Background: an optimization exercise with open tools, aiming at small area, a short achievable clock period and few clock cycles. Do not read the settings as production practice.
Only simulation tests tie the RTL to the original design; equivalence was not proved.
No activity file was given, so power comes from the tool's default toggle rates.

## flow/design.v (module list and top-level ports; edited modules follow where they fit)
// module cobra_stream_core: 1431 lines
module cobra_stream_core #(
  parameter int XLEN  = 32,
  parameter int NREGS = 32,
  parameter int SW_W  = 16,
  parameter int PC_W  = 10
) (
  input  logic            clk_i,
  input  logic            rst_ni,
  output logic [PC_W-1:0] pc_o,
  input  logic [31:0]     instr_i,
  input  logic [SW_W-1:0] sw_i,
  input  logic            sw_valid_i,
  output logic            sw_ready_o,
  output logic [XLEN-1:0] out_o,
  output logic            out_valid_o,
  input  logic            out_ready_i,
  output logic            halted_o
);
  // ...
==> flow/flow/run.sh <==
#!/bin/bash
# The standard layout (the standard.sh, unchanged synthesis, floorplan, power grid,
# placement, CTS and routing) with one change: timing repair aims for a setup slack of
# SETUP_SLACK_MARGIN ns instead of 0, so it keeps improving paths below the clock period.
# The SDC and the clock period are the standard flow's, untouched.
set -o pipefail
cd "$(dirname "$0")/.."
MARGIN=$(cat flow/margin.txt)
bash standard.sh SETUP_SLACK_MARGIN="$MARGIN" finish > flow_make.log 2>&1
==> flow/flow/margin.txt <==
10.4
==> flow/standard.sh <==
#!/bin/bash
# synth_recipe.tcl (not shown) runs the flow's synth.tcl, then flattens the netlist and writes it again
# the make line also repeats each setting of config.mk as NAME=value (left out here)
make -C /OpenROAD-flow-scripts/flow DESIGN_CONFIG=/design/flow/config.mk WORK_HOME=/design/flow/orfs CLKGATE_MAP_FILE= SYNTH_SCRIPT=/design/flow/synth_recipe.tcl "${@:-finish}"
==> flow/config.mk <==
export PLATFORM = sky130hd
export DESIGN_NAME = cobra_stream_core
export DESIGN_NICKNAME = cobra_stream_core
export VERILOG_FILES = /design/flow/design.v
export SDC_FILE = /design/flow/constraint.sdc
export NUM_CORES = 4
export LEC_CHECK = 0
export CAP_MARGIN = 20
export CORE_MARGIN = 2
export CORE_UTILIZATION = 35
export CTS_BUF_LIST = sky130_fd_sc_hd__clkbuf_16
export CTS_CLUSTER_DIAMETER = 60
export CTS_CLUSTER_SIZE = 22
export PLACE_DENSITY = 0.45
export SLEW_MARGIN = 20
==> flow/constraint.sdc <==
create_clock -name core_clock -period 15.0 [get_ports {clk_i}]
set_input_delay 3.0000 -clock core_clock [delete_from_list [all_inputs] [get_ports {clk_i}]]
set_output_delay 3.0000 -clock core_clock [all_outputs]
set_load 0.01 [all_outputs]
==> out/qor.txt, run 1 <==
RUN STATUS
--------------------------------------------------------------------------------------------------------
Result of the run .........................................................................  no timing/DRC/antenna violations

FINAL LAYOUT
--------------------------------------------------------------------------------------------------------
Commonest non-fill, non-tap cell in the layout ............................................     edfxtp_1
Post-route core utilization ...............................................................        0.428
Number of clock-tree buffers in the layout ................................................          112
Most flop-heavy register ..................................................................           rf
Cell class ranked first by area ...........................................................    registers
Layout clock area frac ....................................................................       0.0455
#MultiIn Comb .............................................................................         4483
Post-layout nets ..........................................................................         7226
Most frequent cells in the layout ......................................................... 1105 x edfxtp_1, 391 x a22oi_1, 379 x nor2_1, 344 x a21oi_1
Number of non-clock inverters in the layout ...............................................          269

POWER AND IR DROP
--------------------------------------------------------------------------------------------------------
Largest Pwr Group ......................................................................... sequential cells
Combinational logic power .................................................................   0.000857 W
Logic gate share of total power ...........................................................        0.104
Total clock network power .................................................................    0.00327 W
Switching Fraction ........................................................................        0.273

GLOBAL ROUTE
--------------------------------------------------------------------------------------------------------
GR Layer Usage met1 .......................................................................        0.453
Number of global-route vias before repair .................................................        63200
Total congestion overflow after global routing ............................................            0

PLACED DESIGN
--------------------------------------------------------------------------------------------------------
Placer congestion estimate ................................................................        0.967
Total of buffers placed on input and output ports .........................................           96

WORST SETUP PATH
--------------------------------------------------------------------------------------------------------
Source of the worst register-to-register timing path ......................................     m_r0[10]
Startpoint-to-endpoint class of the critical path ......................................... primary input to flop
Slowest cell on crit path .................................................................        or4_4
Top fanout value on the critical path .....................................................           14
Critical path's largest stage delay .......................................................       620 ps

CLOCK TREE
--------------------------------------------------------------------------------------------------------
Post-CTS clock slew at the launch and capture registers of the worst setup and hold paths .        80 ps
CTS max path bufs .........................................................................            3
Hold buffer count at CTS ..................................................................            0

DIE
--------------------------------------------------------------------------------------------------------
Initial Util ..............................................................................        0.352
Inserted tap cell count ...................................................................         2821

TIMING
--------------------------------------------------------------------------------------------------------
Total of endpoints with negative setup slack in the final report ..........................            0
Final worst clock skew ....................................................................      92.6 ps
Final hold vios ...........................................................................            0

LOGIC SYNTHESIS
--------------------------------------------------------------------------------------------------------
XOR/XNOR share of the synthesized area ....................................................       0.0224
Share of synthesized registers carrying an async set or reset .............................       0.0655
Portion of synthesized cell area occupied by the leading cell type ........................        0.444
Synthesized netlist cell count ............................................................         6692
Post-synth EDFFs ..........................................................................         1105

ROUTE
--------------------------------------------------------------------------------------------------------
Antenna Violating Nets Remaining ..........................................................            0
Via count of the routed design ............................................................        69100

HOLD PATH
--------------------------------------------------------------------------------------------------------
Cell depth of the worst hold path .........................................................            1
Type of the worst min-delay path .......................................................... flop to flop

Testbench counts, summed over its fixed seeds: cycles 283,099.
==> run 2, diff against run 1 <==
--- a/flow/design.v
+++ b/flow/design.v
@@ -1304,17 +1304,17 @@
     if (e_mul)  res = res | mul_res;
     if (e_li)   res = res | XLEN'($signed(e_imm));
   end
   assign wdata = e_in ? XLEN'(sw_i) : res;
   assign adv = ~halted_q & ~e_halt
              & ~(e_in & ~sw_valid_i)
              & ~(e_out & out_vld_q & ~out_ready_i)
              & ~(e_mul & ~m_busy);
-  assign we  = e_wen & (~e_in | sw_valid_i) & (~e_mul | m_busy);
+  assign we  = e_wen & (~e_mul | m_busy);
   assign pc_o = pc_q;
   logic [3:0]        op;
   logic [RA_W-1:0]   wa, ra1, ra2;
   logic [3:0]        fn;
   logic [2:0]        cond;
   logic [XLEN-1:0]   rd1, rd2;
   logic              pred, early;
   logic [PC_W-1:0]   pc_seq, pc_tgt;
==> flow/config.mk (replaced) <==
export PLATFORM = sky130hd
export DESIGN_NAME = cobra_stream_core
export DESIGN_NICKNAME = cobra_stream_core
export VERILOG_FILES = /design/flow/design.v
export SDC_FILE = /design/flow/constraint.sdc
export NUM_CORES = 4
export LEC_CHECK = 0
export CAP_MARGIN = 20
export CORE_MARGIN = 2
export CORE_UTILIZATION = 45
export CTS_BUF_LIST = sky130_fd_sc_hd__clkbuf_16
export CTS_CLUSTER_DIAMETER = 60
export CTS_CLUSTER_SIZE = 22
export PLACE_DENSITY = 0.55
export SLEW_MARGIN = 20
==> run 2 against run 1 <==
Compared with the run above:
- still clean on timing, DRC and antenna
- final cell count down 7.5%
- sequential power hardly changed
- combinational power down 8.8%
- maximum frequency is 2.6% lower
- critical path type unchanged
- largest power group unchanged
==> out/qor.txt, run 2 <==
RUN STATUS
--------------------------------------------------------------------------------------------------------
Result of the run .........................................................................  no timing/DRC/antenna violations   unchanged

JOB
--------------------------------------------------------------------------------------------------------
Number of max-capacitance violations reported .............................................            0   unchanged

FINAL LAYOUT
--------------------------------------------------------------------------------------------------------
Area growth, synth to finish ..............................................................        18.3%   was 21.4%
Most frequent cells in the layout ......................................................... 1105 x edfxtp_1, 364 x nand2_1, 350 x a22oi_1, 348 x a22o_1, 346 x nor2_1   was 1105 x edfxtp_1, 391 x a22oi_1, 379 x nor2_1, 344 x a21oi_1
Most flop-heavy register ..................................................................           rf   unchanged
Cell area after layout ....................................................................    88300 µm²   was 90700 µm²
Post-layout nets ..........................................................................         7134   was 7226
Commonest non-fill, non-tap cell in the layout ............................................     edfxtp_1   unchanged
Flip-flop count of the largest register after layout ......................................          992   unchanged
Post-route core utilization ...............................................................        0.536   was 0.428
Ratio of cells with drive above 1 in the final layout .....................................        0.186   was 0.192

DIE
--------------------------------------------------------------------------------------------------------
Die ar. ...................................................................................   169000 µm²   was 217000 µm²
Die boundary height .......................................................................       411 µm   was 466 µm
Initial Util ..............................................................................        0.453   was 0.352
Boundary pin count ........................................................................           97   unchanged
Core Box Area .............................................................................   165000 µm²   was 212000 µm²
Site Rows .................................................................................          149   was 169
Die boundary width ........................................................................       411 µm   was 466 µm

WORST SETUP PATH
--------------------------------------------------------------------------------------------------------
Worst reg-to-reg path cell count ..........................................................           11   was 14
Flop-to-flop setup slack ..................................................................     10370 ps   was 10400 ps
Crit. End Element .........................................................................         flop   unchanged
Source of the worst register-to-register timing path ......................................     m_r0[12]   was m_r0[10]
Worst Setup Start Kind .................................................................... primary input   unchanged
Worst EP arrival ..........................................................................      5310 ps   was 5210 ps
Top fanout value on the critical path .....................................................           32   was 14
RR Endpoint ...............................................................................   rf[30][24]   was rf[12][25]
Data required time at the worst endpoint ..................................................     15510 ps   was 15540 ps
Startpoint-to-endpoint class of the critical path ......................................... primary input to flop   unchanged
Capturing instance or port of the critical path ...........................................      opa[24]   was opb[23]
Worst setup path startpoint ...............................................................  instr_i[21]   was instr_i[14]

PLACED DESIGN
--------------------------------------------------------------------------------------------------------
Placer congestion estimate ................................................................        0.995   was 0.967
Total of buffers placed on input and output ports .........................................           96   unchanged
Detailed placer's ending HPWL .............................................................       221 mm   was 239 mm
Cell area reported after detailed placement ...............................................    79200 µm²   was 80200 µm²

TIMING
--------------------------------------------------------------------------------------------------------
Final worst clock skew ....................................................................      77.2 ps   was 92.6 ps
Maximum operating frequency ...............................................................    0.208 GHz   was 0.214 GHz
RSZ-0062 raised after global routing ......................................................          yes   unchanged
Final critical delay including setup and external delays ..................................      4800 ps   was 4680 ps
Total of endpoints with negative setup slack in the final report ..........................            0   unchanged
Final hold vios ...........................................................................            0   unchanged
Final Max Tran Viols ......................................................................            0   unchanged
Fin crit share ............................................................................        0.320   was 0.312
Worst slew slack as a fraction of its limit ...............................................        0.155   was 0.145
Slew @ Worst Pin ..........................................................................      1270 ps   was 1280 ps
Total Negative Setup Slacks ...............................................................         0 ps   unchanged

ROUTE
--------------------------------------------------------------------------------------------------------
Via count of the routed design ............................................................        69900   was 69100
Number of vias per cell after detailed routing ............................................         7.77   was 7.10
Number of optimization iterations in the first detailed-route pass ........................           13   unchanged
DRC violation count after routing .........................................................            0   unchanged
Antenna Violating Nets Remaining ..........................................................            0   unchanged
Routed wire length ........................................................................       399 mm   was 423 mm
DRC marker count from the first detailed-route iteration ..................................        15300   was 13300
Wire length per cell ......................................................................      44.4 µm   was 43.5 µm

GLOBAL ROUTE
--------------------------------------------------------------------------------------------------------
Largest net degree at the start of global routing .........................................          103   was 94
Antenna violations before repair ..........................................................           17   was 18
Number of global-route vias before repair .................................................        63300   was 63200
Total congestion overflow after global routing ............................................            0   unchanged
All-layer global routing usage ............................................................        0.446   was 0.367
Wire length of the first global-routing pass ..............................................       523 mm   was 550 mm

POWER AND IR DROP
--------------------------------------------------------------------------------------------------------
Design Power ..............................................................................    0.00788 W   was 0.00825 W
Peak supply drop ..........................................................................       104 µV   was 101 µV
Total power density per cell area .........................................................  89.3 nW/µm²   was 91.0 nW/µm²
Leakage Power .............................................................................      31.5 nW   was 31.8 nW

LOGIC SYNTHESIS
--------------------------------------------------------------------------------------------------------
Most instantiated flip-flop cell in the synthesis netlist .................................     edfxtp_1   unchanged
Most numerous cell in the Yosys netlist ...................................................     edfxtp_1   unchanged
Commonest cells in the synthesized netlist ................................................ 1105 x edfxtp_1, 563 x clkbuf_1, 394 x nor2_1   was 1105 x edfxtp_1, 520 x clkbuf_1, 423 x nor2_1
Number of distinct library cells after synthesis ..........................................           94   was 93
Synthesized netlist cell count ............................................................         6643   was 6692
Average cell area after synthesis .........................................................     11.2 µm²   about the same
Synthesized flop and latch total ..........................................................         1282   unchanged
Post-Syn Nets .............................................................................         7070   was 7119
Dominant cells by area after synthesis .................................................... edfxtp_1 44%, fa_1 5.3%, a221oi_1 4.6%   was edfxtp_1 44%, fa_1 5.3%, a221oi_1 4.5%
Netlist area before placement .............................................................    74600 µm²   was 74700 µm²
Share of synthesized registers carrying an async set or reset .............................       0.0655   unchanged
Portion of synthesized cell area occupied by the leading cell type ........................        0.445   was 0.444
Share of synthesized area occupied by flip-flops and latches ..............................        0.498   was 0.497
Post-synth EDFFs ..........................................................................         1105   unchanged
Most area-hungry cell type in the Yosys netlist ...........................................     edfxtp_1   unchanged
Yosys warnings ............................................................................            1   unchanged

HOLD PATH
--------------------------------------------------------------------------------------------------------
Cell depth of the worst hold path .........................................................            2   was 1
Type of the worst min-delay path .......................................................... flop to flop   unchanged

CLOCK TREE
--------------------------------------------------------------------------------------------------------
CTS tree ..................................................................................         done   unchanged
Post-CTS clock slew at the launch and capture registers of the worst setup and hold paths .        80 ps   about the same
Level count of the clock H-tree ...........................................................            3   unchanged
CTS max path bufs .........................................................................            3   unchanged
Skew-Pair Late Insertion Delay ............................................................       800 ps   was 860 ps
Hold buffer count at CTS ..................................................................            0   unchanged
Number of buffers inserted during clock tree synthesis ....................................          103   was 111
Master cell of the clock root buffer ......................................................    clkbuf_16   unchanged
Number of clock sinks seen by CTS .........................................................         1282   unchanged

==> run 2: cell type report <==
cell class                 count  area, µm²
sequential                  1282      37200
fill                       14100      76500
clock buffer                 104       2600
multi-input combinational   4456      36500
tap                         2189       2740
inverter                     249       1090
clock inverter                84       1060
antenna                       24       60.1
timing repair inverter        13       97.6
timing repair buffer         602       6930
==> run 2: report_power, final <==
group          internal [W]  switching [W]
Clock               0.00145        0.00153
Sequential          0.00403       0.000102
Combinational      0.000275       0.000507
==> run 2: repair_timing <==
action | in CTS | in global routing
gates resized for setup | 493 | 233
setup buffers | 84 | 149
hold endpoints to repair | 0 | 0
cloned | 16 | 34
pin swaps | 19 | 55
setup endpoints to repair | 1049 | 572
==> run 2: routing by layer <==
| metal | routed length (µm) | GRT usage | part of all wire | vias up |
|---|---|---|---|---|
| met5 | 233 | 0 | 0.00058 | - |
| met4 | 42700 | 0.338 | 0.11 | 14 |
| met3 | 62700 | 0.172 | 0.16 | 2383 |
| met2 | 161000 | 0.640 | 0.40 | 7331 |
| met1 | 133000 | 0.540 | 0.33 | 33800 |
| li1 | - | - | - | 26400 |
==> run 2: logic make-up after synthesis <==
group | share of synthesized area
AOI/OAI and AO/OA | 0.236
and+or+nand+nor | 0.0846
DFF | 0.498
buffers and inverters | 0.0470
adders and majority gates | 0.0829
xor gates and xnor gates | 0.0217
muxes | 0.0294
==> run 2: worst min-delay path by stage <==
stage               startpoint       end
floorplan               opb[1]   m_r0[0]
global placement      halted_q  halted_q
detailed placement    halted_q  halted_q
CTS                   halted_q  halted_q
global route          halted_q  halted_q
finish                halted_q  halted_q
==> run 2: stage by stage <==
stage	worst slack [ps]	std cells	hold WS, ps
floorplan	10020	6643	372
global placement	8220	8508	461
detailed placement	8180	8508	457
CTS	10370	8796	471
global route	10240	8981	489
finish	10200	9003	468
==> run 2: worst max-delay path, stage by stage <==
cell	delay [ps]
buf_8	130
nor3b_4	160
buf_4	180
and3_2	240
buf_12	230
a22o_1	310
a221oi_2	210
nand4_1	180
nor3_4	310
a2bb2oi_1	190
o31ai_1	80
Testbench counts of run 2, summed over its fixed seeds: cycles 283,099.

static timing again, ports no longer ideal:
How much do the figures lean on ideal ports? The routed layouts below were timed once more, with nothing changed but the port constraints. Step 1, drivers: a clkbuf_16 drives clk_i and a buf_2 each remaining input, both assumed. Step 2 also shifts input and output timing later by t, the mid clock arrival at the registers, as if the neighbouring blocks saw the same clock. a / b / c = ideal ports / drivers / drivers and shift; a / b = the first two.
run | t, ns | slack for setup (ns) | worst setup path after step 2 | clock arrival spread, ns
run 1 | 0.900 | 10.325 / 10.357 / 9.458 | input to register | 0.092 / 0.092
run 2 | 0.853 | 10.200 / 10.204 / 9.350 | input to register | 0.078 / 0.077
After both steps setup and hold are still met in every run listed. The setup slack of run 1, which loses most, moves by +0.032 ns with the drivers and by -0.867 ns with both steps.
